Background: an optimization exercise with open tools, aiming at small area, a short achievable clock period and few clock cycles per item. Do not read the settings as production practice.

==> job 7086: inputs <==
// requant_pack
module requant_pack #(
  parameter int MULT_W = 16,
  parameter int LANES  = 4
) (
  input  logic              ACLK,
  input  logic              ARESETN,
  input  logic [31:0]       SD_AXIS_TDATA,
  input  logic              SD_AXIS_TVALID,
  input  logic              SD_AXIS_TLAST,
  output logic              SD_AXIS_TREADY,
  input  logic [MULT_W-1:0] CFG_MULT,
  input  logic [4:0]        CFG_SHIFT,
  input  logic [7:0]        CFG_ZP,
  output logic [31:0]       MO_AXIS_TDATA,
  output logic [3:0]        MO_AXIS_TKEEP,
  output logic              MO_AXIS_TLAST,
  output logic              MO_AXIS_TVALID,
  input  logic              MO_AXIS_TREADY
);
==> flow/config.mk <==
export PLATFORM = sky130hd
export DESIGN_NAME = requant_pack
export DESIGN_NICKNAME = requant_pack
export VERILOG_FILES = /design/flow/design.v
export SDC_FILE = /design/flow/constraint.sdc
export NUM_CORES = 4
export LEC_CHECK = 0
export CAP_MARGIN = 20
export CORE_MARGIN = 2
export CORE_UTILIZATION = 40
export SLEW_MARGIN = 20
==> flow/constraint.sdc <==
create_clock -name core_clock -period 10.0 [get_ports {ACLK}]
set_input_delay 2.0000 -clock core_clock [delete_from_list [all_inputs] [get_ports {ACLK}]]
set_output_delay 2.0000 -clock core_clock [all_outputs]
set_load 0.01 [all_outputs]
run.sh (not shown) runs the stock make flow with config.mk's settings and CLKGATE_MAP_FILE= SYNTH_SCRIPT=/design/flow/synth_recipe.tcl, a recipe that flattens the netlist after the stock synthesis.
==> inputs of job 1677, as changes to job 7086 <==
Settings changed: SETUP_SLACK_MARGIN set to 5.
==> notes <==
Job 1677 completed without violations. Job 7086 went through all stages and came out clean.
Between job 1677 and job 7086, the lower cell count is in job 7086 (gap about 6%, measured against job 7086).
Between job 7086 and job 1677, the lower hold slack is in job 7086 (gap 14 ps).
In synthesized area, job 1677 and job 7086 do not differ.
Between job 7086 and job 1677, the lower clock skew is in job 1677 (gap 9.6 ps).
First-iteration DRC count: job 1677 is smaller than job 7086 (5.5%).
In job 1677 the non-clock buffer count is higher than in job 7086, by 176.
Function was not checked in any run of this note: the RTL went through the layout flow alone.

==> build 71: inputs <==
requant_pack, a different RTL version from the one above (not shown whole).
export LEC_CHECK = 0
export CAP_MARGIN = 20
export CORE_MARGIN = 2
export CORE_UTILIZATION = 50
export CTS_BUF_LIST = sky130_fd_sc_hd__clkbuf_8
export CTS_CLUSTER_DIAMETER = 60
export CTS_CLUSTER_SIZE = 20
export PLACE_DENSITY = 0.65
export SLEW_MARGIN = 20
export SYNTH_HIERARCHICAL = 1
export SYNTH_MINIMUM_KEEP_SIZE = 0
export SETUP_SLACK_MARGIN = 6.6
export BUFFER_PORTS_ARGS = -buffer_cell sky130_fd_sc_hd__buf_2
create_clock -name core_clock -period 10.0 [get_ports {ACLK}]
standard.sh (not shown) runs the stock make flow with config.mk's settings and CLKGATE_MAP_FILE= SYNTH_SCRIPT=/design/flow/synth_recipe.tcl, a recipe that flattens the netlist after the stock synthesis.
==> flow/flow/run.sh <==
#!/bin/bash
set -e
echo "export SETUP_SLACK_MARGIN = 6.6" >> "$FLOW_CONFIG"
echo "export BUFFER_PORTS_ARGS = -buffer_cell sky130_fd_sc_hd__buf_2" >> "$FLOW_CONFIG"
bash standard.sh > standard.log 2>&1
==> build 26 (differences from build 71) <==
--- a/flow/config.mk
+++ b/flow/config.mk
@@ -7,11 +7,10 @@
 export LEC_CHECK = 0
 export CAP_MARGIN = 20
 export CORE_MARGIN = 2
-export CORE_UTILIZATION = 50
+export CORE_UTILIZATION = 40
 export CTS_BUF_LIST = sky130_fd_sc_hd__clkbuf_8
 export CTS_CLUSTER_DIAMETER = 60
 export CTS_CLUSTER_SIZE = 20
-export PLACE_DENSITY = 0.65
 export SLEW_MARGIN = 20
 export SYNTH_HIERARCHICAL = 1
 export SYNTH_MINIMUM_KEEP_SIZE = 0
==> qor summary <==
| quantity | build 26 | build 71 |
|---|---|---|
| Outcome | complete, no violations | complete, no violations |
| Non-clock buffer share | 0.05761 | 0.05929 |
| Initial core utilization | 0.4047 | 0.5073 |
| Met1 routing resource usage after global routing | 0.2845 | 0.3637 |
| Final clock skew | 37.47 ps | 25.88 ps |
| Slowest cell on crit path | sky130_fd_sc_hd__mux4_2 | sky130_fd_sc_hd__or4_1 |
| Final routed wire length divided by cell count | 22.71 um | 23.70 um |
| Die height | 231.8 um | 207.8 um |
| Number of cells after detailed placement | 2,547 | 2,399 |
| Final estimated routing congestion in global placement | 0.8901 | 0.8867 |
| Hold WS | 334.3 ps | 334.8 ps |
| Global routing met3 resource utilization | 0.04752 | 0.06112 |
| Number of buffers other than clock buffers in the final layout | 215 | 220 |
| # clk buffers | 29 | 30 |
| Combined area of the multi-input logic cells | 14,480 um2 | 14,270 um2 |
| Ant. Diodes | 1 | 0 |
| Fmax achieved | 291.4 MHz | 291.3 MHz |
| Post-layout util | 0.4762 | 0.5879 |
No run of this note included a check of the RTL's function; only the layout flow was run.

[separate check: timing with driven ports]
How much do the figures lean on ideal ports? The routed layouts below were timed once more, with nothing changed but the port constraints. Step 1 assumes that a clkbuf_16 drives the clock port and a buf_2 every other input. Step 2, shift: input delay + t, output delay - t, t = (earliest + latest rising clock arrival at the registers) / 2. This alone moves slack from input paths to output paths. a / b / c = ideal / step 1 / step 2; a / b = the first two.
run | shift t [ns] | setup WS [ns] | worst hold slack (ns) | worst setup path at the end | slew at the worst register clock pin (ns)
job 7086 | 0.530 | 3.404 / 3.404 / 3.404 | 0.335 / 0.335 / 0.335 | register to register | 0.09 / 0.09
job 1677 | 0.546 | 4.488 / 4.488 / 4.488 | 0.349 / 0.349 / 0.349 | register to register | 0.09 / 0.09
build 71 | 0.684 | 6.567 / 6.567 / 6.242 | 0.335 / 0.335 / 0.335 | input to register | 0.12 / 0.12
build 26 | 0.693 | 6.569 / 6.569 / 6.243 | 0.334 / 0.334 / 0.334 | input to register | 0.12 / 0.12
After both steps every run listed still meets setup and hold. The setup slack of build 26, which loses most, moves by 0.000 ns with the drivers and by -0.326 ns with both steps.
